Background: an optimization exercise with open tools, aiming at small area, a short achievable clock period and few clock cycles per item. Do not read the settings as production practice.
Where RTL was checked, it was by simulation tests only, not by an equivalence proof against the original.
No functional check of the RTL was part of run 1.

==> flow/design.v (outline; a module is shown in full before it is edited, if it fits) <==
// module mandel_engine: 111 lines
// module mandel_dp: 1443 lines
// module mandel_fa: 10 lines
module mandel_engine #(
    parameter int BITS      = 16,
    parameter int ITER_BITS = 7
) (
    input  logic                   clk,
    input  logic                   rst_n,
    input  logic                   in_valid,
    output logic                   in_ready,
    input  logic signed [BITS-1:0] in_x,
    input  logic signed [BITS-1:0] in_y,
    input  logic                   julia_mode,
    input  logic signed [BITS-1:0] julia_cx,
    input  logic signed [BITS-1:0] julia_cy,
    input  logic [ITER_BITS-1:0]   max_iter,
    input  logic                   abort,
    output logic                   out_valid,
    input  logic                   out_ready,
    output logic [ITER_BITS-1:0]   out_iter,
    output logic                   out_escaped,
    output logic                   busy
);
  // ...
==> flow/flow/run.sh <==
#!/bin/bash
# The standard layout (standard.sh), with the port buffers made from
# sky130_fd_sc_hd__buf_1 cells instead of the default choice of a delay
# buffer, clock tree synthesis without dummy loads, and gain-based buffering
# of high-fanout nets after global placement (flow/gain.tcl) and after
# detailed placement (flow/bufs.tcl).
set -euo pipefail
export BUFFER_PORTS_ARGS="-buffer_cell sky130_fd_sc_hd__buf_1"
export CTS_ARGS="-sink_clustering_enable -repair_clock_nets -buf_list sky130_fd_sc_hd__clkbuf_8 -dont_use_dummy_load"
export POST_GLOBAL_PLACE_TCL="$(pwd)/flow/gain.tcl"
export POST_DETAIL_PLACE_TCL="$(pwd)/flow/bufs.tcl"
bash standard.sh > standard.log 2>&1
==> flow/flow/bufs.tcl <==
# After detailed placement: buffers that drive many loads get a stronger
# drive of their own kind (buf_4 -> buf_8).
set n 0
foreach inst [get_cells *] {
  if {[get_property $inst ref_name] ne "sky130_fd_sc_hd__buf_4"} { continue }
  set o [get_pins -of_objects $inst -filter "direction == output"]
  set loads [llength [get_pins -of_objects [get_nets -of_objects $o] -filter "direction == input"]]
  if {$loads >= 16} {
    replace_cell $inst sky130_fd_sc_hd__buf_8
    incr n
  }
}
puts "bufs.tcl: upsized $n buffers"
==> flow/flow/gain.tcl <==
# After global placement: registers that drive many loads get the
# strongest drive of their own cell type (dfxtp_1 -> dfxtp_4).
set n 0
foreach inst [get_cells *] {
  if {[get_property $inst ref_name] ne "sky130_fd_sc_hd__dfxtp_1"} { continue }
  set q [get_pins -of_objects $inst -filter "direction == output"]
  set loads [llength [get_pins -of_objects [get_nets -of_objects $q] -filter "direction == input"]]
  if {$loads >= 8} {
    replace_cell $inst sky130_fd_sc_hd__dfxtp_4
    incr n
  }
}
puts "gain.tcl: upsized $n registers"
==> flow/standard.sh <==
#!/bin/bash
# synth_recipe.tcl (not shown) runs the flow's synth.tcl, then flattens the netlist and writes it again
# the make line also repeats each setting of config.mk as NAME=value (left out here)
make -C /OpenROAD-flow-scripts/flow DESIGN_CONFIG=/design/flow/config.mk WORK_HOME=/design/flow/orfs CLKGATE_MAP_FILE= SYNTH_SCRIPT=/design/flow/synth_recipe.tcl "${@:-finish}"
==> flow/config.mk <==
export PLATFORM = sky130hd
export DESIGN_NAME = mandel_engine
export DESIGN_NICKNAME = mandel_engine
export VERILOG_FILES = /design/flow/design.v
export SDC_FILE = /design/flow/constraint.sdc
export NUM_CORES = 4
export LEC_CHECK = 0
export CAP_MARGIN = 20
export CORE_MARGIN = 2
export CORE_UTILIZATION = 65
export CTS_BUF_LIST = sky130_fd_sc_hd__clkbuf_8
export PLACE_DENSITY = 0.75
export SLEW_MARGIN = 20
export SYNTH_HIERARCHICAL = 1
export SYNTH_MINIMUM_KEEP_SIZE = 0
==> flow/constraint.sdc <==
create_clock -name core_clock -period 14.0 [get_ports {clk}]
set_input_delay 2.8000 -clock core_clock [delete_from_list [all_inputs] [get_ports {clk}]]
set_output_delay 2.8000 -clock core_clock [all_outputs]
set_load 0.01 [all_outputs]
==> notes.md, run 1 <==
status=finished clean; fin crit period=between 6000 and 7000 ps; worst-path fanout max=30; Min-Delay Path Class=reg2reg; sequential cells=116; Post-synth EDFFs=~70; pre-CTS WS=slightly below 8000 ps; Fill cells=a little over 2000; nets=2370; Via density=6.05; top-count cell post-synth=nor2_1; Max Used Layer=met4; GR Layer Usage met3=under 10%; Inverters=85; min setup slack post-route=about 7800 ps; Slew @ Worst Pin=approximately 1000 ps; crit share post-route=44.5%; first-pass iteration count of the detailed router=5; wirelength, routed=approximately 44000 um; first-pass GRT wire length=a little over 70000 um; launching point of the worst reg2reg path=zyn_q[10]; Max Slew Vio Count=0; leading cell type in the layout, fill and taps excluded=nor2_1; Ant. Diodes=0; critical path depth=20; Relative slew margins=between 30% and 40%; num rows=about 60; clock root buffer=clkbuf_8; sequential cell area share=between 10% and 20%; die area=~0.030 mm^2; Worst-Skew Late Latency=approximately 460 ps; Synth Register Bits=approximately 120; critical path's slowest cell=fa_1; Ys Warns=7; Setup Fix Bufs, Post-CTS=0; clk sink count=about 120; I/O pin count=between 80 and 90
==> inputs of run 2 (changes only) <==
--- a/flow/design.v
+++ b/flow/design.v
@@ -113,16 +113,17 @@
     input  logic        [15:0] zxn,
     input  logic        [15:0] zyn,
     input  logic signed [15:0] cx,
     input  logic signed [15:0] cy,
     output logic        [16:0] xn,
     output logic        [16:0] yn,
     output logic               mesc
 );
+    wire big = (zxn[15] ^ zxn[14]) | (zyn[15] ^ zyn[14]);
     wire [14:0] x = ~zxn[14:0];
     wire [14:0] y = ~zyn[14:0];
     wire qxp0 = x[0] & x[1];
     wire qxp1 = x[0] & x[2];
     wire qxp2 = x[0] & x[3];
     wire qxp3 = x[0] & x[4];
     wire qxp4 = x[0] & x[5];
     wire qxp5 = x[0] & x[6];
@@ -1545,17 +1546,17 @@
     wire [16:0] xs0 = {s938, s937, s936, c934, s934, c932, s932, s931, c929, c928, c927, c926, c925, c924, c923, c922, s922};
     wire [16:0] xs1 = {c937, c936, c935, s935, c933, s933, c931, c930, s930, s929, s928, s927, s926, s925, s924, s923, qyls[13]};
     wire [16:0] xn17 = xs0 + xs1 + qxls[13];
     wire [16:0] ys0 = {s789, s788, c786, s786, c784, c783, c782, s782, c780, c779, c778, c777, c776, c775, c774, c773, c772};
     wire [16:0] ys1 = {c788, c787, s787, c785, s785, s784, s783, c781, s781, s780, s779, s778, s777, s776, s775, s774, s773};
     wire [16:0] yn17 = ys0 + ys1 + mxyls[12];
     assign xn   = xn17;
     assign yn   = yn17;
-    assign mesc = mag[16];
+    assign mesc = big | mag[16];
 endmodule
 module mandel_fa (
     input  logic a,
     input  logic b,
     input  logic c,
     output logic s,
     output logic co
 );
==> notes.md, run 2 <==
register area share after synthesis=16.5%; largest net degree at the start of global routing=49; wirelength, routed=42600 um (-2.5%); fmax=~0.16 GHz; nets=2359 (-0.46%); number of DRC markers in iteration 0=876; Worst-Skew Late Latency=470 ps (about the same); reg2reg path depth=19; min setup slack post-route=7820 ps (+47.0 ps); clock root buffer=clkbuf_8; synthesized area=between 0.015 and 0.02 mm^2; critical path type=reg2reg; area leader, netlist=fa_1; nature of the critical path endpoint=flop; Max Slew Vio Count=0 (unchanged); Synth top area share=about 44%; pre-CTS WS=7860 ps (+170 ps); Top FF cell, synth=edfxtp_1; CTS Buf Count=17; vias in the first global route=roughly 14000; Max-Cap Viols=0; Synth Area in Compound Gates=about 4.6%; Post-synth ARST share=0%; Post-synth EDFFs=71 (unchanged); Core ar.=around 0.028 mm^2; # hold bufs at CTS=0; top-count cell post-synth=nor2_1; top post-synthesis cells by area=fa_1, edfxtp_1, ha_1; fin crit period=6180 ps (-47.0 ps); DIE WIDTH=about 170 um; H-Tree Depth=4; antenna violations before repair=0; largest family of logic cells by synthesized area=adder cells; Synth Register Bits=116 (unchanged); CTS Buffer Depth=2; Min-Delay Path Class=reg2reg; clk sink count=116 (unchanged); die area=0.0296 mm^2 (-0.41%); Avg Cell Area, Syn=10.8 um^2; Layout area overhead=5.91%; Fill cells=2065 (+1.9%); Via density=6.00 (-0.91%); IO Port Bufs=87; RSZ-0062 raised after global routing=false; Slew @ Worst Pin=930 ps (-41.2 ps); num rows=61 (unchanged); mux cell area share after synthesis=about 4%; Die H=between 150 and 200 um; Initial Utilization=66.2%; Hold Path Cell Cnt=2; post-synthesis simple-gate area fraction=about an eighth; accumulated negative setup slack=0 ps; CTS resizes=0; Ant. Diodes=0 (unchanged); commonest cells after routing, fill and taps aside=nor2_1, fa_1, ha_1, buf_1, inv_1; adder-cell share of the synthesized area=between 50 and 60%; worst-path fanout max=30 (unchanged); total global routing overflow=0; final number of setup-violating endpoints=0; Detailed Place HPWL=between 30000 and 40000 um; ratio of cells with drive above 1 in the final layout=under 10%; Cells after Synth=roughly 1700; worst clock skew=~29 ps; first-pass GRT wire length=70800 um (-2.5%); crit share post-route=44.2% (-0.34 points); DRC Markers=0; TritonCTS clock tree=yes; Synth Area in XOR/XNOR=4.10%; Tot GR Track Use=31.6%; Ys Warns=7 (unchanged); Relative slew margins=38.0% (+2.7 points); Final Hold Violating Endpoints=0; WL per Instance=about 20 um; DRT antenna net count=0; synth cell count leaders=nor2_1, fa_1, ha_1; clk slew on worst S/H paths=about 80 ps; status=finished clean; leading cell type in the layout, fill and taps excluded=nor2_1; Setup Fix Bufs, Post-CTS=0 (unchanged); first-pass iteration count of the detailed router=5 (unchanged); I/O pin count=88 (unchanged); via count=around 13000; startpoint types=flop; Netlist cell types=63; CP required=14340 ps; Worst EP arrival=~6500 ps
run 2: cell count changes after synthesis, moves of 6 or more:
cell / delta
xnor2_1: +9
o2111ai_1: +8
nand3_1: +8
nor2_1: -7
a211oi_1: -6
a21oi_1: +6
nand2b_1: -7
nor3_1: -9
run 2: cell type report:
type	instances	area [um^2]	area share, %
multi-input cells	1391	14600	74.9
inverters	86	324	1.66
well taps	378	473	2.43
clock buffers	17	234	1.20
repair buffers	117	778	4.00
flip-flops and latches	116	3070	15.8
run 2: cell families after synthesis:
kind of cell	after synthesis
AO/OA/AOI/OAI	128
XOR/XNOR	86
adder cells (fa/ha/maj)	553
buffers and inverters	193
flip-flops	116
multiplexers	69
other	2
AND/OR/NAND/NOR	549
run 2: path summary, 6_finish.rpt:
path / start / to / slack, ps
min: stop_q / stop_q / 550
max reg2reg: zyn_q[8] / xh_q / 7820
min reg2reg: stop_q / stop_q / 550
max: zyn_q[8] / xh_q / 7820
run 2: metal layers:
metal / part of all wire [%] / GRT usage, % / vias to the layer above
li1: - / - / 5513
met1: 39 / 41.3 / 6450
met2: 51 / 53.6 / 535
met3: 6.4 / 5.01 / 123
met4: 3.8 / 12.5 / 0
met5: 0 / 0 / -
run 2: critical path, cell delays in order, from the launching register on:
cell	delay [ps]
dfxtp_1	360
buf_8	250
inv_1	180
fa_1	530
fa_1	430
fa_1	460
fa_1	580
inv_1	60
ha_1	290
fa_1	500
fa_1	420
ha_1	360
a21o_1	190
a21oi_1	140
nand2_1	120
a41oi_1	440
o2111ai_1	190
a21oi_1	210
xnor2_1	80
mux2_2	260
run 2: modules after synthesis, one instance, submodules excluded:
| module | times used | cells inside | area, um^2 |
|---|---|---|---|
| mandel_fa | 400 | 1 | 20.0 |
| mandel_dp | 1 | 951 | 5490 |
| mandel_engine | 1 | 345 | 4880 |
run 2: through the flow:
step | instances | util [%] | hold slack [ps] | cell area (um^2)
5_1_grt | 2105 | 70.1 | 583 | 19500
2_1_floorplan | 1700 | - | 444 | 18400
6_report | 2105 | 70.1 | 550 | 19500
3_5_place_dp | 2088 | 68.4 | 530 | 19000
3_3_place_gp | 2088 | 68.3 | 511 | 19000
4_1_cts | 2105 | 70.1 | 548 | 19500
Testbench counts of run 2, summed over its fixed seeds: cycles 83,179, points 2,048.
==> inputs of run 3 (changes only) <==
--- a/flow/config.mk
+++ b/flow/config.mk
@@ -9,7 +9,7 @@
 export CORE_MARGIN = 2
 export CORE_UTILIZATION = 65
 export CTS_BUF_LIST = sky130_fd_sc_hd__clkbuf_8
-export PLACE_DENSITY = 0.75
+export PLACE_DENSITY = 0.8
 export SLEW_MARGIN = 20
 export SYNTH_HIERARCHICAL = 1
 export SYNTH_MINIMUM_KEEP_SIZE = 0
==> notes.md, run 3 <==
Die H=172 um (unchanged); Initial Utilization=66.2% (unchanged); first-pass GRT wire length=72100 um (+1.7%); leading cell type in the layout, fill and taps excluded=nor2_1; Via density=6.14 (+2.3%); top-count cell post-synth=nor2_1; CP required=14370 ps (+30 ps); total global routing overflow=0 (unchanged); fmax=0.164 GHz (+1.3%); Relative slew margins=28.3% (-9.7 points); accumulated negative setup slack=0 ps (unchanged); I/O pin count=88 (unchanged); Slew @ Worst Pin=1070 ps (+143 ps); Max-Cap Viols=0 (unchanged); top post-synthesis cells by area=fa_1, edfxtp_1, ha_1; IO Port Bufs=87 (unchanged); Post-synth EDFFs=71 (unchanged); critical path's slowest cell=fa_1; Tot GR Track Use=32.2% (+0.54 points); Ant. Diodes=0 (unchanged); crit share post-route=43.6% (-0.56 points); TritonCTS clock tree=yes; critical path type=reg2reg; worst-path fanout max=30 (unchanged); clk slew on worst S/H paths=80 ps (about the same); Ys Warns=7 (unchanged); wirelength, routed=43300 um (+1.7%); Top FF cell, synth=edfxtp_1; DRT antenna net count=0 (unchanged); Setup Fix Bufs, Post-CTS=0 (unchanged); vias in the first global route=14566 (+4.9%); critical path, cell by cell=buf_8 -> nor2_1 -> fa_1 -> fa_1 -> fa_1 -> fa_1 -> ha_1 -> nand4_1 -> a21oi_1 -> a211o_1 -> a21o_1 -> a21oi_2 -> fa_1 -> fa_1 -> nor2b_1 -> o2111ai_1 -> nand2_1 -> a41oi_1 -> o2111ai_1 -> a21oi_1 -> xnor2_1 -> mux2_2; synthesized area=0.0184 mm^2 (unchanged); Avg Cell Area, Syn=10.8 um^2 (unchanged); die area=0.0296 mm^2 (unchanged); RSZ-0062 raised after global routing=false; commonest cells after routing, fill and taps aside=nor2_1, fa_1, ha_1, buf_1, inv_1; Final Hold Violating Endpoints=0 (unchanged); Post-synth ARST share=0% (unchanged); status=finished clean; final number of setup-violating endpoints=0 (unchanged); H-Tree Depth=4 (unchanged); CTS Buffer Depth=2 (unchanged); register area share after synthesis=16.5% (unchanged); synth cell count leaders=nor2_1, fa_1, ha_1; DRC Markers=0 (unchanged); # hold bufs at CTS=0 (unchanged); Synth Register Bits=116 (unchanged); slowest cell delay on critical path=550 ps (-30 ps); CTS resizes=0 (unchanged); Netlist cell types=63 (unchanged); clk sink count=116 (unchanged); Cells after Synth=1696 (unchanged); Core ar.=0.0278 mm^2 (unchanged); Worst EP arrival=6470 ps (-60 ps); Synth top area share=44.1% (unchanged); Worst-Skew Late Latency=480 ps (about the same); fin crit period=6110 ps (-77.9 ps); Hold WS=540 ps (-10.2 ps); number of DRC markers in iteration 0=1024 (+17%); first-pass iteration count of the detailed router=5 (unchanged); nets=2359 (unchanged); Min-Delay Path Class=reg2reg; DIE WIDTH=172 um (unchanged); num rows=61 (unchanged); via count=12915 (+2.3%); Detailed Place HPWL=31500 um (-0.35%); worst clock skew=37.8 ps (+9.12 ps); Crit path top cell by count=fa_1; CTS Buf Count=17 (unchanged); Max Slew Vio Count=0 (unchanged); nature of the critical path endpoint=flop; crit path buf inv count=1 (-2); clock root buffer=clkbuf_8; area leader, netlist=fa_1; WL per Instance=20.6 um (+1.7%); CP delay by family, top=adder cells; antenna violations before repair=0 (unchanged); Layout area overhead=5.87% (about the same); largest net degree at the start of global routing=49 (unchanged); ratio of cells with drive above 1 in the final layout=6.54% (-0.12 points); startpoint types=flop
[run 3: area by class of cell]
type                    instances  area [um^2]
multi-input cells            1391        14600
fillers                      2059         8320
flip-flops and latches        116         3070
repair buffers                117          778
well taps                     378          473
inverters                      86          323
clock buffers                  17          234
[run 3: per-layer routing]
| layer | GRT usage, % | vias up | share of wire, % |
|---|---|---|---|
| met3 | 6.89 | 172 | 7.8 |
| met1 | 38.9 | 6567 | 37 |
| li1 | - | 5517 | - |
| met5 | 0 | - | 0 |
| met2 | 55.0 | 659 | 51 |
| met4 | 16.1 | 0 | 4.8 |
[run 3: stage by stage]
stage                     setup WS, ps  instances  util, %  instance area (um^2)
final                             7890       2105     70.1                 19500
after CTS                         7900       2105     70.1                 19500
after global routing              7630       2105     70.1                 19500
after global placement            7960       2088     68.3                 19000
after detailed placement          7860       2088     68.4                 19000
after floorplan                   8190       1700        -                 18400
[run 3: kinds of logic after synthesis]
logic type / after synthesis / synth area share [%]
XOR/XNOR: 86 / 4.10
adder cells (fa/ha/maj): 553 / 54.2
flip-flops: 116 / 16.5
AO/OA/AOI/OAI: 128 / 4.63
buffers and inverters: 193 / 4.25
other: 2 / 0.0409
AND/OR/NAND/NOR: 549 / 12.3
multiplexers: 69 / 3.99
[run 3: path summary, 6_finish.rpt]
check / start / endpoint / slack, ps / depth (start not counted)
worst max register to register: zyn_q[8] / yh_q / 7890 / 22
worst min register to register: iter_q[5] / iter_q[5] / 540 / 2
worst min-delay path: iter_q[5] / iter_q[5] / 540 / 2
worst max-delay path: zyn_q[8] / yh_q / 7890 / 22
[run 3: worst reg2reg max path, stage by stage (launching register included)]
cell	delay, ps
dfxtp_1	350
buf_8	250
nor2_1	120
fa_1	460
fa_1	510
fa_1	550
fa_1	410
ha_1	310
nand4_1	80
a21oi_1	140
a211o_1	130
a21o_1	140
a21oi_2	70
fa_1	410
fa_1	420
nor2b_1	200
o2111ai_1	130
nand2_1	180
a41oi_1	250
o2111ai_1	360
a21oi_1	130
xnor2_1	130
mux2_2	250
[run 3: modules after synthesis, one instance, submodules excluded]
module | times used | cell area (um^2) | flops+latches | cells inside
mandel_fa | 400 | 20.0 | 0 | 1
mandel_engine | 1 | 4880 | 116 | 345
mandel_dp | 1 | 5490 | 0 | 951
==> inputs of run 4 (changes only) <==
--- a/flow/config.mk
+++ b/flow/config.mk
@@ -7,7 +7,7 @@
 export LEC_CHECK = 0
 export CAP_MARGIN = 20
 export CORE_MARGIN = 2
-export CORE_UTILIZATION = 65
+export CORE_UTILIZATION = 70
 export CTS_BUF_LIST = sky130_fd_sc_hd__clkbuf_8
 export PLACE_DENSITY = 0.8
 export SLEW_MARGIN = 20
==> notes.md, run 4 <==
Max-Cap Viols=0 (unchanged); vias in the first global route=14213 (-2.4%); ratio of cells with drive above 1 in the final layout=6.77% (+0.23 points); Top FF cell, synth=edfxtp_1; reg2reg end=xh_q; # hold bufs at CTS=0 (unchanged); Via density=6.24 (+1.7%); nature of the critical path endpoint=flop; CTS Buffer Depth=2 (unchanged); die area=0.0276 mm^2 (-7.0%); Cells after Synth=1696 (unchanged); register area share after synthesis=16.5% (unchanged); slowest cell delay on critical path=570 ps (+20 ps); fin crit period=6270 ps (+163 ps); leading cell type in the layout, fill and taps excluded=nor2_1; crit share post-route=44.8% (+1.2 points); first-pass iteration count of the detailed router=5 (unchanged); Crit path top cell by count=fa_1; reg2reg path depth=19 (-14%); R2R Setup Slk=7730 ps (-160 ps); accumulated negative setup slack=0 ps (unchanged); Synth Register Bits=116 (unchanged); Netlist cell types=63 (unchanged); nets=2359 (unchanged); Max Slew Vio Count=0 (unchanged); Fill cells=1749 (-15%); CP required=14320 ps (-50 ps); CP Launch Point=zyn_q[1]; largest net degree at the start of global routing=49 (unchanged); RSZ-0062 raised after global routing=false; Die H=166 um (-3.6%); WL per Instance=20.5 um (-0.41%); CTS Buf Count=17 (unchanged); DRT antenna net count=0 (unchanged); CP Capture Point=xh_q; top post-synthesis cells by area=fa_1, edfxtp_1, ha_1; launching point of the worst reg2reg path=zyn_q[1]; I/O pin count=88 (unchanged); Final Hold Violating Endpoints=0 (unchanged); DRC Markers=0 (unchanged); CP delay by family, top=adder cells; first-pass GRT wire length=70300 um (-2.5%); CTS resizes=0 (unchanged); DIE WIDTH=166 um (-3.6%); Relative slew margins=38.1% (+9.8 points); Ant. Diodes=0 (unchanged); startpoint types=flop; Post-synth ARST share=0% (unchanged); num rows=59 (-3.3%); antenna violations before repair=0 (unchanged); Slew @ Worst Pin=929 ps (-145 ps); synth cell count leaders=nor2_1, fa_1, ha_1; worst clock skew=31.4 ps (-6.47 ps); critical path's slowest cell=fa_1; area leader, netlist=fa_1; final number of setup-violating endpoints=0 (unchanged); number of DRC markers in iteration 0=957 (-6.5%); Ys Warns=7 (unchanged); Setup Fix Bufs, Post-CTS=0 (unchanged); TritonCTS clock tree=yes; Detailed Place HPWL=31700 um (+0.76%); fmax=0.160 GHz (-2.6%); critical path, cell by cell=buf_4 -> or2_2 -> fa_1 -> fa_1 -> fa_1 -> fa_1 -> inv_1 -> ha_1 -> fa_1 -> fa_1 -> ha_1 -> a21o_1 -> a21oi_1 -> nand2_1 -> a41oi_1 -> o2111ai_1 -> a21oi_1 -> xnor2_1 -> mux2_2; Post-synth EDFFs=71 (unchanged); via count=12860 (-0.43%); Layout area overhead=5.62%; Worst EP arrival=6590 ps (+120 ps); crit path buf inv count=2 (+1); critical path type=reg2reg; Min-Delay Path Class=reg2reg; total global routing overflow=0 (unchanged); IO Port Bufs=87 (unchanged); wirelength, routed=42300 um (-2.4%); Tot GR Track Use=32.4% (+0.23 points); Worst-Skew Late Latency=460 ps (-20 ps); commonest cells after routing, fill and taps aside=nor2_1, fa_1, ha_1, buf_1, inv_1; top-count cell post-synth=nor2_1; Synth top area share=44.1% (unchanged); synthesized area=0.0184 mm^2 (unchanged); clk slew on worst S/H paths=70 ps (about the same); H-Tree Depth=4 (unchanged); clk sink count=116 (unchanged); critical path depth=19 (-14%); Hold WS=548 ps (+7.79 ps); status=finished clean; Avg Cell Area, Syn=10.8 um^2 (unchanged); Core ar.=0.0259 mm^2 (-6.7%); Initial Utilization=70.9% (+4.8 points); clock root buffer=clkbuf_8; worst-path fanout max=18 (-40%)
[run 4: Yosys stat by module, one instance, submodules excluded]
module	cell area, um^2	flops+latches	cells	times used
mandel_engine	4880	116	345	1
mandel_dp	5490	0	951	1
mandel_fa	20.0	0	1	400
[run 4: metrics by stage]
step | std cells | util [%] | instance area [um^2] | setup WS [ps]
3_5_place_dp | 2045 | 73.2 | 19000 | 7730
3_3_place_gp | 2045 | 73.0 | 18900 | 7730
2_1_floorplan | 1700 | - | 18400 | 8190
6_report | 2062 | 74.9 | 19400 | 7730
5_1_grt | 2062 | 74.9 | 19400 | 7510
4_1_cts | 2062 | 74.9 | 19400 | 7720
[run 4: cell families (layout without fill, tap and decap cells)]
| logic type | count (synthesis) | after routing | synth area share, % |
|---|---|---|---|
| xor+xnor | 86 | 86 | 4.10 |
| buf+inv | 193 | 220 | 4.25 |
| mux | 69 | 69 | 3.99 |
| other cells | 2 | 6 | 0.0409 |
| fa+ha+maj | 553 | 553 | 54.2 |
| simple gates | 549 | 549 | 12.3 |
| flops | 116 | 116 | 16.5 |
| compound gates | 128 | 128 | 4.63 |
[run 4: layer usage]
layer / up-vias / global-route usage [%] / routed length [um]
met3: 162 / 6.58 / 3290
met1: 6536 / 41.6 / 15800
met5: - / 0 / 0
li1: 5522 / - / -
met2: 640 / 54.3 / 21400
met4: 0 / 14.0 / 1820
[run 4: cell type report]
cell class / count / area, um^2 / area share [%]
clock buffers: 17 / 234 / 1.20
inverters: 86 / 324 / 1.67
multi-input cells: 1391 / 14600 / 75.1
flip-flops and latches: 116 / 3080 / 15.9
well taps: 335 / 419 / 2.16
repair buffers: 117 / 771 / 3.97
[run 4: worst min-delay path: stages, from the launching register on]
cell	delay, ps
dfxtp_1	360
mux2i_1	80
nor2_1	80
[run 4: worst min path at each step]
stage | start | cells past startpoint | end
2_1_floorplan | zyn_q[0] | 0 | syn_q[0]
3_3_place_gp | stop_q | 2 | stop_q
3_5_place_dp | stop_q | 2 | stop_q
4_1_cts | stop_q | 2 | stop_q
5_1_grt | iter_q[5] | 2 | iter_q[5]
6_report | stop_q | 2 | stop_q
==> inputs of run 5 (changes only) <==
--- a/flow/config.mk
+++ b/flow/config.mk
@@ -7,9 +7,9 @@
 export LEC_CHECK = 0
 export CAP_MARGIN = 20
 export CORE_MARGIN = 2
-export CORE_UTILIZATION = 70
+export CORE_UTILIZATION = 60
 export CTS_BUF_LIST = sky130_fd_sc_hd__clkbuf_8
-export PLACE_DENSITY = 0.8
+export PLACE_DENSITY = 0.7
 export SLEW_MARGIN = 20
 export SYNTH_HIERARCHICAL = 1
 export SYNTH_MINIMUM_KEEP_SIZE = 0
==> notes.md, run 5 <==
status=finished clean; synth cell count leaders=nor2_1, fa_1, ha_1; wirelength, routed=43000 um (+1.6%); Min-Delay Path Class=reg2reg; Avg Cell Area, Syn=10.8 um^2 (unchanged); Ant. Diodes=0 (unchanged); critical path type=reg2reg; Post-synth EDFFs=71 (unchanged); worst clock skew=20.8 ps (-10.5 ps); worst-path fanout max=24 (+6); register area share after synthesis=16.5% (unchanged); fmax=0.162 GHz (+1.7%); DIE WIDTH=179 um (+7.8%); CTS Buf Count=17 (unchanged); nature of the critical path endpoint=flop; Max Slew Vio Count=0 (unchanged); Setup Fix Bufs, Post-CTS=0 (unchanged); ratio of cells with drive above 1 in the final layout=6.60% (-0.18 points); Netlist cell types=63 (unchanged); Fill cells=2408 (+38%); synthesized area=0.0184 mm^2 (unchanged); top post-synthesis cells by area=fa_1, edfxtp_1, ha_1; crit share post-route=44.0% (-0.76 points); adder-cell share of the synthesized area=54.2% (unchanged); num rows=64 (+8.5%); CTS resizes=0 (unchanged); R2R Setup Slk=7840 ps (+110 ps); Synth Register Bits=116 (unchanged); Worst EP arrival=6510 ps (-80 ps); IO Port Bufs=87 (unchanged); Ys Warns=7 (unchanged); Tot GR Track Use=29.3% (-3.1 points); nets=2360 (+0.042%); Layout area overhead=6.14%; I/O pin count=88 (unchanged); critical path, cell by cell=buf_8 -> nor2_1 -> fa_1 -> fa_1 -> fa_1 -> fa_1 -> ha_1 -> nand4_1 -> a21oi_1 -> a211o_1 -> a21o_1 -> a21oi_2 -> fa_1 -> fa_1 -> nor2b_1 -> o2111ai_1 -> nand2_1 -> a41oi_1 -> o2111ai_1 -> a21oi_1 -> xnor2_1 -> mux2_2; WL per Instance=20.2 um (-1.4%); post-synthesis simple-gate area fraction=12.3% (unchanged); final cell count without fillers=2124 (+3.0%); slowest cell delay on critical path=550 ps (-20 ps); DRT antenna net count=0 (unchanged); largest family of logic cells by synthesized area=adder cells; Core ar.=0.0303 mm^2 (+17%); Top FF cell, synth=edfxtp_1; clk sink count=116 (unchanged); critical path's slowest cell=fa_1; via count=12595 (-2.1%); leading cell type in the layout, fill and taps excluded=nor2_1; total global routing overflow=0 (unchanged); first-pass iteration count of the detailed router=7 (+2); die area=0.0321 mm^2 (+16%); final number of setup-violating endpoints=0 (unchanged); mux cell area share after synthesis=3.99% (unchanged); TritonCTS clock tree=yes; area leader, netlist=fa_1; Final Hold Violating Endpoints=0 (unchanged); top-count cell post-synth=nor2_1; Cells after Synth=1696 (unchanged); commonest cells after routing, fill and taps aside=nor2_1, fa_1, ha_1, buf_1, inv_1; H-Tree Depth=4 (unchanged); CP required=14350 ps (+30 ps); clk slew on worst S/H paths=70 ps (about the same); number of DRC markers in iteration 0=752 (-21%); vias in the first global route=14117 (-0.68%); fin crit period=6160 ps (-106 ps); Synth top area share=44.1% (unchanged); accumulated negative setup slack=0 ps (unchanged); CTS Buffer Depth=2 (unchanged); # hold bufs at CTS=0 (unchanged); startpoint types=flop; Die H=179 um (+7.8%); largest net degree at the start of global routing=49 (unchanged); Initial Utilization=60.6% (-10 points); DRC Markers=0 (unchanged); antenna violations before repair=0 (unchanged); first-pass GRT wire length=71200 um (+1.3%); Post-synth ARST share=0% (unchanged); Crit path top cell by count=fa_1; Detailed Place HPWL=32000 um (+0.77%); Slew @ Worst Pin=980 ps (+51.6 ps); Synth Area in XOR/XNOR=4.10% (unchanged); Synth Area in Compound Gates=4.63% (unchanged); Max-Cap Viols=0 (unchanged); Worst-Skew Late Latency=460 ps (about the same); Via density=5.93 (-4.9%); RSZ-0062 raised after global routing=false; Placed Cells incl. Taps=2106 (+3.0%); clock root buffer=clkbuf_8; Relative slew margins=34.7% (-3.4 points)
-- run 5: metrics by stage --
step / utilization, % / area [um^2] / setup WS, ps / hold slack (ps)
2_1_floorplan: - / 18400 / 8190 / 444
3_3_place_gp: 62.6 / 19000 / 7910 / 515
3_5_place_dp: 62.7 / 19000 / 7730 / 531
4_1_cts: 64.2 / 19500 / 7850 / 544
5_1_grt: 64.3 / 19500 / 7530 / 577
6_report: 64.3 / 19500 / 7840 / 546
-- run 5: worst paths after layout --
path | cells after the start | endpoint | from
setup reg to reg | 22 | yh_q | zxn_q[0]
hold reg to reg | 2 | iter_q[5] | iter_q[5]
setup / recovery | 22 | yh_q | zxn_q[0]
hold / removal | 2 | iter_q[5] | iter_q[5]
-- run 5: layout make-up --
cell class | count | area, um^2 | share of cell area (%)
clock buffers | 17 | 234 | 1.20
repair buffers | 118 | 806 | 4.13
inverters | 86 | 323 | 1.65
well taps | 396 | 495 | 2.54
multi-input cells | 1391 | 14600 | 74.8
flip-flops and latches | 116 | 3070 | 15.7
-- run 5: cells by family after synthesis --
group	after synthesis
other	2
flip-flops	116
multiplexers	69
buffers and inverters	193
adder cells (fa/ha/maj)	553
AO/OA/AOI/OAI	128
XOR/XNOR	86
AND/OR/NAND/NOR	549
-- run 5: routing by layer --
metal / part of all wire (%) / wire, um / up-vias / track usage [%]
met2: 52 / 22400 / 479 / 51.5
met3: 6.8 / 2920 / 87 / 5.87
met4: 3.0 / 1280 / 0 / 10.1
met5: 0 / 0 / - / 0
li1: - / - / 5506 / -
met1: 38 / 16400 / 6523 / 36.1
-- run 5: critical path, delay by kind of cell (launching register included) --
kind / cells / cell delay [ps]
buffers and inverters: 1 / 250
DFF: 1 / 470
adders and majority gates: 7 / 3090
and+or+nand+nor: 4 / 560
AOI/OAI and AO/OA: 8 / 1280
xor gates and xnor gates: 1 / 130
muxes: 1 / 260
-- run 5: modules after synthesis (local to each module, per instance) --
module / flops+latches / area [um^2]
mandel_fa: 0 / 20.0
mandel_engine: 116 / 4880
mandel_dp: 0 / 5490
==> inputs of run 6 (changes only) <==
==> flow/flow/run.sh (replaced) <==
#!/bin/bash
# The standard layout (standard.sh), with: the port buffers made from
# sky130_fd_sc_hd__buf_1 cells instead of the default choice of a delay
# buffer; clock tree synthesis without dummy loads; after global placement,
# registers with many loads upsized (flow/gain.tcl); after detailed
# placement, buffers with many loads upsized (flow/bufs.tcl).
set -euo pipefail
export BUFFER_PORTS_ARGS="-buffer_cell sky130_fd_sc_hd__buf_1"
export CTS_ARGS="-sink_clustering_enable -repair_clock_nets -buf_list sky130_fd_sc_hd__clkbuf_8 -dont_use_dummy_load"
export POST_GLOBAL_PLACE_TCL="$(pwd)/flow/gain.tcl"
export POST_DETAIL_PLACE_TCL="$(pwd)/flow/bufs.tcl"
bash standard.sh > standard.log 2>&1
--- a/flow/config.mk
+++ b/flow/config.mk
@@ -7,9 +7,9 @@
 export LEC_CHECK = 0
 export CAP_MARGIN = 20
 export CORE_MARGIN = 2
-export CORE_UTILIZATION = 60
+export CORE_UTILIZATION = 65
 export CTS_BUF_LIST = sky130_fd_sc_hd__clkbuf_8
-export PLACE_DENSITY = 0.7
+export PLACE_DENSITY = 0.85
 export SLEW_MARGIN = 20
 export SYNTH_HIERARCHICAL = 1
 export SYNTH_MINIMUM_KEEP_SIZE = 0
==> notes.md, run 6 <==
status=finished clean; CTS resizes=0 (unchanged); Synth top area share=44.1% (unchanged); Placed Cells incl. Taps=2088 (-0.85%); crit path buf inv count=1 (unchanged); Layout area overhead=5.89%; H-Tree Depth=4 (unchanged); Post-synth EDFFs=71 (unchanged); area leader, netlist=fa_1; ratio of cells with drive above 1 in the final layout=6.60% (about the same); final cell count without fillers=2105 (-0.89%); wirelength, routed=44200 um (+2.9%); Post-synth ARST share=0% (unchanged); Slew @ Worst Pin=964 ps (-16.1 ps); Worst-Skew Late Latency=470 ps (about the same); Core ar.=0.0278 mm^2 (-8.5%); reg2reg end=yh_q; die area=0.0296 mm^2 (-7.5%); accumulated negative setup slack=0 ps (unchanged); RSZ-0062 raised after global routing=false; hold wc startpoint=iter_q[5]; DIE WIDTH=172 um (-3.8%); DRC Markers=0 (unchanged); fin crit period=6150 ps (-14.4 ps); CP delay by family, top=adder cells; CTS Buf Count=17 (unchanged); commonest cells after routing, fill and taps aside=nor2_1, fa_1, ha_1, buf_1, inv_1; synth cell count leaders=nor2_1, fa_1, ha_1; launching point of the worst reg2reg path=zxn_q[0]; Netlist cell types=63 (unchanged); Final Hold Violating Endpoints=0 (unchanged); synthesized area=0.0184 mm^2 (unchanged); antenna violations before repair=0 (unchanged); clk sink count=116 (unchanged); Hold Path Cell Cnt=2 (unchanged); number of DRC markers in iteration 0=1135 (+51%); Min-Delay Path Class=reg2reg; Final Util=70.1% (+5.8 points); worst clock skew=22.0 ps (+1.15 ps); Tot GR Track Use=32.6% (+3.3 points); Cells after Synth=1696 (unchanged); DRT antenna net count=0 (unchanged); I/O pin count=88 (unchanged); Synth Register Bits=116 (unchanged); Avg Cell Area, Syn=10.8 um^2 (unchanged); final number of setup-violating endpoints=0 (unchanged); IO Port Bufs=87 (unchanged); register area share after synthesis=16.5% (unchanged); Die H=172 um (-3.8%); area of placed instances=0.0190 mm^2 (about the same); crit share post-route=43.9% (-0.10 points); top-count cell post-synth=nor2_1; Crit path top cell by count=fa_1; critical path's slowest cell=fa_1; Hold Path End=iter_q[5]; nets=2359 (-0.042%); fmax=0.163 GHz (+0.23%); Via density=6.27 (+5.7%); CP required=14360 ps (about the same); via count=13194 (+4.8%); Max Slew Vio Count=0 (unchanged); # hold bufs at CTS=0 (unchanged); TritonCTS clock tree=yes; post-route cell area=0.0195 mm^2 (-0.23%); largest net degree at the start of global routing=49 (unchanged); Fill cells=1941 (-19%); Detailed Place HPWL=32700 um (+2.1%); CTS Buffer Depth=2 (unchanged); total global routing overflow=0 (unchanged); WL per Instance=21.0 um (+3.9%); Top FF cell, synth=edfxtp_1; Initial Utilization=66.2% (+5.6 points); clk slew on worst S/H paths=80 ps (about the same); critical path, cell by cell=buf_8 -> nor2_1 -> fa_1 -> fa_1 -> fa_1 -> fa_1 -> ha_1 -> nand4_1 -> a21oi_1 -> a211o_1 -> a21o_1 -> a21oi_2 -> fa_1 -> fa_1 -> nor2b_1 -> o2111ai_1 -> nand2_1 -> a41oi_1 -> o2111ai_1 -> a21oi_1 -> xnor2_1 -> mux2_2; Max-Cap Viols=0 (unchanged); first-pass iteration count of the detailed router=5 (-2); nature of the critical path endpoint=flop; top post-synthesis cells by area=fa_1, edfxtp_1, ha_1; startpoint types=flop; first-pass GRT wire length=73000 um (+2.6%); clock root buffer=clkbuf_8; slowest cell delay on critical path=540 ps (about the same); Relative slew margins=35.7% (+1.1 points); vias in the first global route=14673 (+3.9%); worst-path fanout max=25 (+4.2%); Worst EP arrival=6510 ps (about the same); Ant. Diodes=0 (unchanged); critical path type=reg2reg; leading cell type in the layout, fill and taps excluded=nor2_1; R2R Setup Slk=7850 ps (about the same); Setup Fix Bufs, Post-CTS=0 (unchanged); critical path depth=22 (unchanged); num rows=61 (-4.7%); reg2reg path depth=22 (unchanged); Ys Warns=7 (unchanged)
==> run 6: stage by stage <==
| stage | hold WS [ps] | worst slack (ps) |
|---|---|---|
| detailed placement | 530 | 7830 |
| CTS | 543 | 7860 |
| global route | 565 | 7600 |
| floorplan | 444 | 8190 |
| global placement | 496 | 7970 |
| finish | 537 | 7850 |
==> run 6: final cells by class <==
cell class,count,area [um^2],area share (%)
clock buffers,17,234,1.20
inverters,86,324,1.66
multi-input cells,1391,14600,74.9
flip-flops and latches,116,3070,15.8
well taps,378,473,2.43
repair buffers,117,778,4.00
==> run 6: worst reg2reg max path, delay by kind of cell (launching register included) <==
family,cells,cell delay [ps]
adders and majority gates,7,3050
AOI/OAI and AO/OA,8,1240
and+or+nand+nor,4,620
DFF,1,490
muxes,1,260
buffers and inverters,1,250
xor gates and xnor gates,1,140
==> run 6: cell families after synthesis <==
kind of cell,count (synthesis),share of synthesized area (%)
xor gates and xnor gates,86,4.10
muxes,69,3.99
other,2,0.0409
adders and majority gates,553,54.2
DFF,116,16.5
buffers and inverters,193,4.25
and+or+nand+nor,549,12.3
AOI/OAI and AO/OA,128,4.63
==> run 6: how the worst max path moves through the flow <==
stage | startpoint | endpoint | slack [ps]
after floorplan | zyn_q[12] | xh_q | 8190
after global placement | zxn_q[6] | xh_q | 7970
after detailed placement | zxn_q[7] | xh_q | 7830
after CTS | zyn_q[1] | xh_q | 7860
after global routing | zyn_q[6] | xh_q | 7600
final | zxn_q[0] | yh_q | 7850
==> run 6: modules after synthesis, one instance, submodules excluded <==
module / flops+latches / times used / cells inside
mandel_dp: 0 / 1 / 951
mandel_fa: 0 / 400 / 1
mandel_engine: 116 / 1 / 345
==> run 6: routing by layer <==
metal | GRT usage (%) | share of wire [%] | wire length, um | up-vias
met4 | 17.2 | 5.1 | 2270 | 0
li1 | - | - | - | 5509
met5 | 0 | 0 | 0 | -
met3 | 5.93 | 8.3 | 3650 | 207
met1 | 39.5 | 35 | 15500 | 6704
met2 | 55.9 | 52 | 22800 | 774
==> inputs of run 7 (changes only) <==
--- a/flow/config.mk
+++ b/flow/config.mk
@@ -9,7 +9,7 @@
 export CORE_MARGIN = 2
 export CORE_UTILIZATION = 65
 export CTS_BUF_LIST = sky130_fd_sc_hd__clkbuf_8
-export PLACE_DENSITY = 0.85
+export PLACE_DENSITY = 0.8
 export SLEW_MARGIN = 20
 export SYNTH_HIERARCHICAL = 1
 export SYNTH_MINIMUM_KEEP_SIZE = 0
==> notes.md, run 7 <==
status=finished clean; Via density=6.14 (-2.1%); CTS Buffer Depth=2 (unchanged); final number of setup-violating endpoints=0 (unchanged); Final Hold Violating Endpoints=0 (unchanged); Synth top area share=44.1% (unchanged); DRT antenna net count=0 (unchanged); number of DRC markers in iteration 0=1024 (-9.8%); clock root buffer=clkbuf_8; largest net degree at the start of global routing=49 (unchanged); Min-Delay Path Class=reg2reg; die area=0.0296 mm^2 (unchanged); Ant. Diodes=0 (unchanged); Die H=172 um (unchanged); startpoint types=flop; Relative slew margins=28.3% (-7.4 points); CP Launch Point=zyn_q[8]; Initial Utilization=66.2% (unchanged); I/O pin count=88 (unchanged); Avg Cell Area, Syn=10.8 um^2 (unchanged); Slew @ Worst Pin=1070 ps (+109 ps); Core ar.=0.0278 mm^2 (unchanged); register area share after synthesis=16.5% (unchanged); CTS resizes=0 (unchanged); vias in the first global route=14566 (-0.73%); RSZ-0062 raised after global routing=false; fin crit period=6110 ps (-43.2 ps); top post-synthesis cells by area=fa_1, edfxtp_1, ha_1; DRC Markers=0 (unchanged); wirelength, routed=43300 um (-2.0%); CTS Buf Count=17 (unchanged); Netlist cell types=63 (unchanged); Top FF cell, synth=edfxtp_1; Synth Register Bits=116 (unchanged); WL per Instance=20.6 um (-2.0%); IO Port Bufs=87 (unchanged); Worst-Skew Late Latency=480 ps (about the same); total global routing overflow=0 (unchanged); # hold bufs at CTS=0 (unchanged); commonest cells after routing, fill and taps aside=nor2_1, fa_1, ha_1, buf_1, inv_1; Tot GR Track Use=32.2% (-0.40 points); leading cell type in the layout, fill and taps excluded=nor2_1; first-pass iteration count of the detailed router=5 (unchanged); Worst EP arrival=6470 ps (-40 ps); hold wc startpoint=iter_q[5]; num rows=61 (unchanged); Post-synth EDFFs=71 (unchanged); global-route layer with the greatest usage=met2; area leader, netlist=fa_1; H-Tree Depth=4 (unchanged); Ys Warns=7 (unchanged); synthesized area=0.0184 mm^2 (unchanged); clk sink count=116 (unchanged); GR Layer Usage met3=6.89% (+0.96 points); Fill cells=2059 (+6.1%); area of placed instances=0.0190 mm^2 (about the same); worst clock skew=37.8 ps (+15.9 ps); Detailed Place HPWL=31500 um (-3.6%); GR Util met1=38.9% (-0.61 points); Cells after Synth=1696 (unchanged); accumulated negative setup slack=0 ps (unchanged); DIE WIDTH=172 um (unchanged); worst-path fanout max=30 (+20%); antenna violations before repair=0 (unchanged); CP required=14370 ps (about the same); met2 usage=55.0% (-0.89 points); nets=2359 (unchanged); Post-synth ARST share=0% (unchanged); ratio of cells with drive above 1 in the final layout=6.54% (-0.058 points); critical path type=reg2reg; Max Slew Vio Count=0 (unchanged); clk slew on worst S/H paths=80 ps (about the same); Layout area overhead=5.87% (about the same); first-pass GRT wire length=72100 um (-1.3%); synth cell count leaders=nor2_1, fa_1, ha_1; post-route cell area=0.0195 mm^2 (about the same); top-count cell post-synth=nor2_1; via count=12915 (-2.1%); TritonCTS clock tree=yes; Max-Cap Viols=0 (unchanged); Setup Fix Bufs, Post-CTS=0 (unchanged); launching point of the worst reg2reg path=zyn_q[8]; fmax=0.164 GHz (+0.71%); crit share post-route=43.6% (-0.31 points); nature of the critical path endpoint=flop
-- run 7: cell counts after synthesis --
No cell type changed its count.
-- run 7: cell families after synthesis --
logic type | count (synthesis) | share of synthesized area [%]
fa+ha+maj | 553 | 54.2
mux | 69 | 3.99
compound gates | 128 | 4.63
other cells | 2 | 0.0409
buf+inv | 193 | 4.25
xor+xnor | 86 | 4.10
flops | 116 | 16.5
simple gates | 549 | 12.3
-- run 7: path summary, 6_finish.rpt --
kind                    end  slack (ps)  cells past startpoint
setup / recovery       yh_q        7890                     22
hold / removal    iter_q[5]         540                      2
setup reg to reg       yh_q        7890                     22
hold reg to reg   iter_q[5]         540                      2
-- run 7: modules after synthesis, one instance, submodules excluded --
module | cells inside | flops+latches | area, um^2
mandel_engine | 345 | 116 | 4880
mandel_dp | 951 | 0 | 5490
mandel_fa | 1 | 0 | 20.0
-- run 7: per-layer routing --
| metal | routed length (um) | vias up |
|---|---|---|
| met2 | 22000 | 659 |
| met5 | 0 | - |
| met3 | 3360 | 172 |
| met4 | 2080 | 0 |
| met1 | 15900 | 6567 |
| li1 | - | 5517 |
-- run 7: critical path: stages (launching register included) --
cell and delay (ps):
dfxtp_1 350, buf_8 250, nor2_1 100, fa_1 460, fa_1 510, fa_1 550, fa_1 410, ha_1 310
nand4_1 80, a21oi_1 140, a211o_1 130, a21o_1 140, a21oi_2 70, fa_1 410, fa_1 420, nor2b_1 200
o2111ai_1 130, nand2_1 180, a41oi_1 250, o2111ai_1 360, a21oi_1 130, xnor2_1 130, mux2_2 250
-- run 7: final cells by class --
class,count,area [um^2],share of cell area (%)
inverter,86,323,1.66
multi-input combinational,1391,14600,75.0
clock buffer,17,234,1.20
timing repair buffer,117,778,4.00
sequential,116,3070,15.8
tap,378,473,2.43
-- run 7: per-stage QoR --
step                      instances  utilization [%]  hold WS (ps)  worst slack (ps)
after CTS                      2105             70.1           541              7900
after global routing           2105             70.1           571              7630
final                          2105             70.1           540              7890
after floorplan                1700                -           444              8190
after global placement         2088             68.3           517              7960
after detailed placement       2088             68.4           532              7860
==> inputs of run 8 (changes only) <==
--- a/flow/config.mk
+++ b/flow/config.mk
@@ -9,6 +9,7 @@
 export CORE_MARGIN = 2
 export CORE_UTILIZATION = 65
 export CTS_BUF_LIST = sky130_fd_sc_hd__clkbuf_8
+export GPL_TIMING_DRIVEN = 0
 export PLACE_DENSITY = 0.8
 export SLEW_MARGIN = 20
 export SYNTH_HIERARCHICAL = 1
==> notes.md, run 8 <==
ratio of cells with drive above 1 in the final layout=5.32% (-1.2 points); CTS Buf Count=17 (unchanged); largest net degree at the start of global routing=49 (unchanged); Layout area overhead=5.93% (about the same); worst-path fanout max=10 (-67%); wirelength, routed=47600 um (+9.8%); top post-synthesis cells by area=fa_1, edfxtp_1, ha_1; nature of the critical path endpoint=flop; worst clock skew=40.5 ps (+2.67 ps); synth cell count leaders=nor2_1, fa_1, ha_1; # hold bufs at CTS=0 (unchanged); TritonCTS clock tree=yes; DRT antenna net count=0 (unchanged); clk sink count=116 (unchanged); CTS Buffer Depth=2 (unchanged); H-Tree Depth=4 (unchanged); Post-synth EDFFs=71 (unchanged); multi-input logic area=0.0146 mm^2 (about the same); top-count cell post-synth=nor2_1; leading cell type in the layout, fill and taps excluded=nor2_1; Hold Path End=syn_q[5]; Via density=6.08 (-0.82%); area leader, netlist=fa_1; DRC Markers=0 (unchanged); num rows=61 (unchanged); WL per Instance=21.8 um (+5.9%); Final Hold Violating Endpoints=0 (unchanged); Core ar.=0.0278 mm^2 (unchanged); Post-synth ARST share=0% (unchanged); accumulated negative setup slack=0 ps (unchanged); Synth Register Bits=116 (unchanged); Ys Warns=7 (unchanged); Tot GR Track Use=34.8% (+2.7 points); launching point of the worst reg2reg path=zxn_q[9]; Avg Cell Area, Syn=10.8 um^2 (unchanged); Max-Cap Viols=0 (unchanged); min setup slack post-route=6870 ps (-1030 ps); Initial Utilization=66.2% (unchanged); status=finished clean; Die H=172 um (unchanged); total global routing overflow=0 (unchanged); CTS resizes=0 (unchanged); pre-CTS WS=7000 ps (-866 ps); reg2reg end=xh_q; Relative slew margins=27.8% (-0.52 points); Worst-Skew Late Latency=480 ps (about the same); antenna violations before repair=0 (unchanged); Synth top area share=44.1% (unchanged); DIE WIDTH=172 um (unchanged); R2R Setup Slk=6870 ps (-1030 ps); Slew @ Worst Pin=1080 ps (+7.74 ps); Fill cells=2113 (+2.6%); Max Slew Vio Count=0 (unchanged); clock root buffer=clkbuf_8; first-pass GRT wire length=76500 um (+6.1%); reg2reg path depth=19 (-14%); first-pass iteration count of the detailed router=6 (+1); commonest cells after routing, fill and taps aside=nor2_1, fa_1, ha_1, buf_1, inv_1; crit share post-route=51.0% (+7.3 points); IO Port Bufs=86 (-1.1%); Detailed Place HPWL=38400 um (+22%); die area=0.0296 mm^2 (unchanged); clk slew on worst S/H paths=100 ps (+20 ps); critical path type=reg2reg; number of DRC markers in iteration 0=1125 (+9.9%); Seq. cell area=0.00304 mm^2 (-0.73%); vias in the first global route=14726 (+1.1%); Min-Delay Path Class=reg2reg; register area share after synthesis=16.5% (unchanged); Worst EP arrival=7490 ps (+1020 ps); I/O pin count=88 (unchanged); Cells after Synth=1696 (unchanged); final number of setup-violating endpoints=0 (unchanged); Top FF cell, synth=edfxtp_1; synthesized area=0.0184 mm^2 (unchanged); Hold Path Cell Cnt=0 (-2); startpoint types=flop; Ant. Diodes=0 (unchanged); Setup Fix Bufs, Post-CTS=0 (unchanged); RSZ-0062 raised after global routing=false; fmax=0.140 GHz (-14%); nets=2436 (+3.3%); hold wc startpoint=zyn_q[5]; fin crit period=7130 ps (+1030 ps); Netlist cell types=63 (unchanged); CP required=14350 ps (-20 ps); via count=13277 (+2.8%)
run 8: how the worst max path moves through the flow:
stage / start / end / slack [ps]
5_1_grt: zxn_q[9] / xh_q / 6650
4_1_cts: zxn_q[9] / xh_q / 6990
3_3_place_gp: zxn_q[12] / xh_q / 7090
6_report: zxn_q[9] / xh_q / 6870
2_1_floorplan: zyn_q[12] / xh_q / 8190
3_5_place_dp: zxn_q[9] / xh_q / 7000
run 8: per-module statistics from Yosys (local to each module, per instance):
module	cell area, um^2	flops+latches
mandel_engine	4880	116
mandel_dp	5490	0
mandel_fa	20.0	0
run 8: layout make-up:
class | instances | share of cell area, %
Inverter | 86 | 1.66
Tap cell | 378 | 2.43
Timing Repair Buffer | 87 | 1.80
Buffer | 107 | 2.35
Sequential cell | 116 | 15.6
Multi-Input combinational cell | 1391 | 74.9
Clock buffer | 17 | 1.20
run 8: cells by family (layout without fill, tap and decap cells):
kind of cell	count (synthesis)	in the layout	share of synthesized area (%)
AO/OA/AOI/OAI	128	128	4.63
flip-flops	116	116	16.5
adder cells (fa/ha/maj)	553	553	54.2
XOR/XNOR	86	86	4.10
other	2	6	0.0409
AND/OR/NAND/NOR	549	549	12.3
buffers and inverters	193	297	4.25
multiplexers	69	69	3.99
run 8: per-stage QoR:
step | instances | utilization (%) | hold slack, ps | cell area (um^2)
CTS | 2182 | 70.1 | 463 | 19500
detailed placement | 2165 | 69.3 | 460 | 19200
global placement | 2164 | 69.1 | 460 | 19200
finish | 2182 | 70.1 | 463 | 19500
global route | 2182 | 70.1 | 481 | 19500
floorplan | 1700 | - | 444 | 18400
run 8: critical path: stages (launching register included):
cell	delay (ps)
dfxtp_1	420
clkbuf_1	600
buf_1	770
nor2_1	140
fa_1	580
fa_1	440
fa_1	440
fa_1	540
fa_1	430
fa_1	530
inv_1	70
fa_1	470
nor2b_1	190
o2111ai_1	120
nand2_1	170
a41oi_1	250
o2111ai_1	320
a21oi_1	130
xnor2_1	150
mux2_2	260
run 8: layer usage:
| metal | share of wire (%) | vias to the layer above | GRT usage (%) |
|---|---|---|---|
| met5 | 0 | - | 0 |
| met4 | 5.7 | 0 | 18.0 |
| met3 | 8.8 | 165 | 7.12 |
| met2 | 49 | 704 | 58.3 |
| met1 | 36 | 6739 | 43.3 |
| li1 | - | 5669 | - |
==> inputs of run 9 (changes only) <==
--- a/flow/config.mk
+++ b/flow/config.mk
@@ -6,10 +6,10 @@
 export NUM_CORES = 4
 export LEC_CHECK = 0
 export CAP_MARGIN = 20
+export CORE_ASPECT_RATIO = 0.7
 export CORE_MARGIN = 2
 export CORE_UTILIZATION = 65
 export CTS_BUF_LIST = sky130_fd_sc_hd__clkbuf_8
-export GPL_TIMING_DRIVEN = 0
 export PLACE_DENSITY = 0.8
 export SLEW_MARGIN = 20
 export SYNTH_HIERARCHICAL = 1
==> notes.md, run 9 <==
Detailed Place HPWL=34600 um (-9.9%); Tot GR Track Use=33.3% (-1.6 points); critical path's slowest cell=fa_1; Ys Warns=7 (unchanged); crit path buf inv count=2 (-1); DRT antenna net count=0 (unchanged); commonest cells after routing, fill and taps aside=nor2_1, fa_1, ha_1, buf_1, inv_1; critical path, cell by cell=buf_4 -> inv_2 -> nand2_1 -> fa_1 -> fa_1 -> fa_1 -> fa_1 -> ha_1 -> fa_1 -> fa_1 -> ha_1 -> o21a_1 -> o21a_1 -> o22ai_1 -> o311ai_0 -> a21oi_1 -> xnor2_1 -> mux2i_1; reg2reg path depth=18 (-1); TritonCTS clock tree=yes; Final Hold Violating Endpoints=0 (unchanged); leading cell type in the layout, fill and taps excluded=nor2_1; Die H=145 um (-16%); Netlist cell types=63 (unchanged); Hold Path Cell Cnt=2 (+2); slowest cell delay on critical path=580 ps (-190 ps); top post-synthesis cells by area=fa_1, edfxtp_1, ha_1; reg2reg end=zxn_q[15]; Post-synth ARST share=0% (unchanged); Cells after Synth=1696 (unchanged); post-route cell area=0.0195 mm^2 (-0.12%); hold wc startpoint=iter_q[6]; H-Tree Depth=4 (unchanged); CTS resizes=0 (unchanged); CP Launch Point=zxn_q[14]; largest net degree at the start of global routing=49 (unchanged); crit share post-route=44.5% (-6.5 points); accumulated negative setup slack=0 ps (unchanged); wirelength, routed=45600 um (-4.2%); Seq. cell area=0.00307 mm^2 (+0.86%); WL per Instance=21.7 um (-0.37%); first-pass iteration count of the detailed router=5 (-1); Core ar.=0.0278 mm^2 (+0.14%); Top FF cell, synth=edfxtp_1; via count=12860 (-3.1%); worst clock skew=26.8 ps (-13.7 ps); Placed Cells incl. Taps=2081 (-3.9%); Worst-Skew Late Latency=490 ps (about the same); Synth top area share=44.1% (unchanged); register area share after synthesis=16.5% (unchanged); ratio of cells with drive above 1 in the final layout=6.60% (+1.3 points); Post-synth EDFFs=71 (unchanged); CP delay by family, top=adder cells; clk sink count=116 (unchanged); IO Port Bufs=87 (+1.2%); top-count cell post-synth=nor2_1; Hold WS=549 ps (+86.3 ps); startpoint types=flop; Max-Cap Viols=0 (unchanged); Avg Cell Area, Syn=10.8 um^2 (unchanged); final cell count without fillers=2098 (-3.8%); DRC Markers=0 (unchanged); CTS Buffer Depth=2 (unchanged); RSZ-0062 raised after global routing=false; nets=2359 (-3.2%); launching point of the worst reg2reg path=zxn_q[14]; first-pass GRT wire length=73900 um (-3.4%); number of DRC markers in iteration 0=1105 (-1.8%); area of placed instances=0.0190 mm^2 (-1.3%); Crit path top cell by count=fa_1; multi-input logic area=0.0146 mm^2 (about the same); vias in the first global route=13985 (-5.0%); die area=0.0297 mm^2 (about the same); total global routing overflow=0 (unchanged); status=finished clean; CTS Buf Count=17 (unchanged); synth cell count leaders=nor2_1, fa_1, ha_1; fmax=0.161 GHz (+14%); Ant. Diodes=0 (unchanged); Worst EP arrival=6560 ps (-930 ps); Max Slew Vio Count=0 (unchanged); Min-Delay Path Class=reg2reg; Via density=6.13 (+0.74%); final number of setup-violating endpoints=0 (unchanged); Hold Path End=iter_q[6]; I/O pin count=88 (unchanged); worst-path fanout max=26 (+16); CP required=14330 ps (-20 ps); critical path type=reg2reg; nature of the critical path endpoint=flop; Layout area overhead=5.81%; DIE WIDTH=205 um (+19%); num rows=51 (-16%); clk slew on worst S/H paths=60 ps (-40 ps); Synth Register Bits=116 (unchanged); # hold bufs at CTS=0 (unchanged); Relative slew margins=26.1% (-1.8 points); Setup Fix Bufs, Post-CTS=0 (unchanged); antenna violations before repair=0 (unchanged); clock root buffer=clkbuf_8; R2R Setup Slk=7770 ps (+900 ps); synthesized area=0.0184 mm^2 (unchanged); Slew @ Worst Pin=1110 ps (+28.2 ps); fin crit period=6230 ps (-903 ps); area leader, netlist=fa_1; Initial Utilization=66.1% (-0.095 points); Fill cells=1981 (-6.2%)
[run 9: how the worst max path moves through the flow]
stage	endpoint	cells after the start
2_1_floorplan	xh_q	20
3_3_place_gp	xh_q	18
3_5_place_dp	xh_q	19
4_1_cts	xh_q	19
5_1_grt	zxn_q[15]	19
6_report	zxn_q[15]	18
[run 9: modules after synthesis (local to each module, per instance)]
module,copies in the design,cells inside
mandel_engine,1,345
mandel_dp,1,951
mandel_fa,400,1
[run 9: logic make-up after synthesis]
family                     count (synthesis)  share of synthesized area [%]
DFF                                      116                           16.5
buffers and inverters                    193                           4.25
other                                      2                         0.0409
muxes                                     69                           3.99
xor gates and xnor gates                  86                           4.10
adders and majority gates                553                           54.2
and+or+nand+nor                          549                           12.3
AOI/OAI and AO/OA                        128                           4.63
[run 9: worst min-delay path, cell delays in order (launching register included)]
cell,delay (ps)
dfxtp_4,370
o21ai_0,80
a21oi_1,60
[run 9: final cells by class]
| class | instances | share of cell area [%] |
|---|---|---|
| multi-input cells | 1391 | 75.0 |
| repair buffers | 117 | 3.96 |
| flip-flops and latches | 116 | 15.8 |
| inverters | 86 | 1.67 |
| well taps | 371 | 2.39 |
| clock buffers | 17 | 1.20 |
[run 9: layer usage]
layer	routed length [um]	global-route usage, %	up-vias
li1	-	-	5508
met5	0	0	-
met1	18700	46.0	6547
met3	5490	12.0	79
met2	20600	50.5	726
met4	848	8.63	0
[run 9: metrics by stage]
| stage | worst slack (ps) | util, % |
|---|---|---|
| after floorplan | 8190 | - |
| after global placement | 7760 | 68.2 |
| after detailed placement | 7840 | 68.3 |
| after CTS | 7870 | 69.9 |
| after global routing | 7500 | 69.9 |
| final | 7770 | 69.9 |

-- separate check: timing with driven ports --
Ports are ideal in the flow. The routed layouts listed here were re-timed in OpenROAD. Step 1, drivers: a clkbuf_16 drives clk and a buf_2 each remaining input, both assumed. Step 2, shift: input delay + t, output delay - t, t = (earliest + latest rising clock arrival at the registers) / 2. This alone moves slack from input paths to output paths. a / b / c = ideal / step 1 / step 2; a / b = the first two.
run | shift t [ns] | setup slack, ns | hold WS [ns] | worst setup path at the end | clock arrival spread, ns
run 1 | 0.496 | 7.769 / 7.769 / 7.769 | 0.541 / 0.541 / 0.541 | register to register | 0.018 / 0.018
run 2 | 0.503 | 7.816 / 7.816 / 7.816 | 0.550 / 0.550 / 0.550 | register to register | 0.030 / 0.030
run 3 | 0.509 | 7.894 / 7.894 / 7.894 | 0.540 / 0.540 / 0.540 | register to register | 0.037 / 0.038
run 4 | 0.486 | 7.731 / 7.731 / 7.731 | 0.548 / 0.548 / 0.548 | register to register | 0.032 / 0.031
run 5 | 0.497 | 7.836 / 7.836 / 7.836 | 0.546 / 0.546 / 0.546 | register to register | 0.020 / 0.021
run 6 | 0.499 | 7.851 / 7.851 / 7.851 | 0.537 / 0.537 / 0.537 | register to register | 0.022 / 0.022
run 7 | 0.509 | 7.894 / 7.894 / 7.894 | 0.540 / 0.540 / 0.540 | register to register | 0.037 / 0.038
run 8 | 0.501 | 6.867 / 6.867 / 6.867 | 0.463 / 0.463 / 0.463 | register to register | 0.042 / 0.042
run 9 | 0.532 | 7.770 / 7.770 / 7.770 | 0.549 / 0.549 / 0.549 | register to register | 0.028 / 0.028
After both steps setup and hold are still met in every run listed.
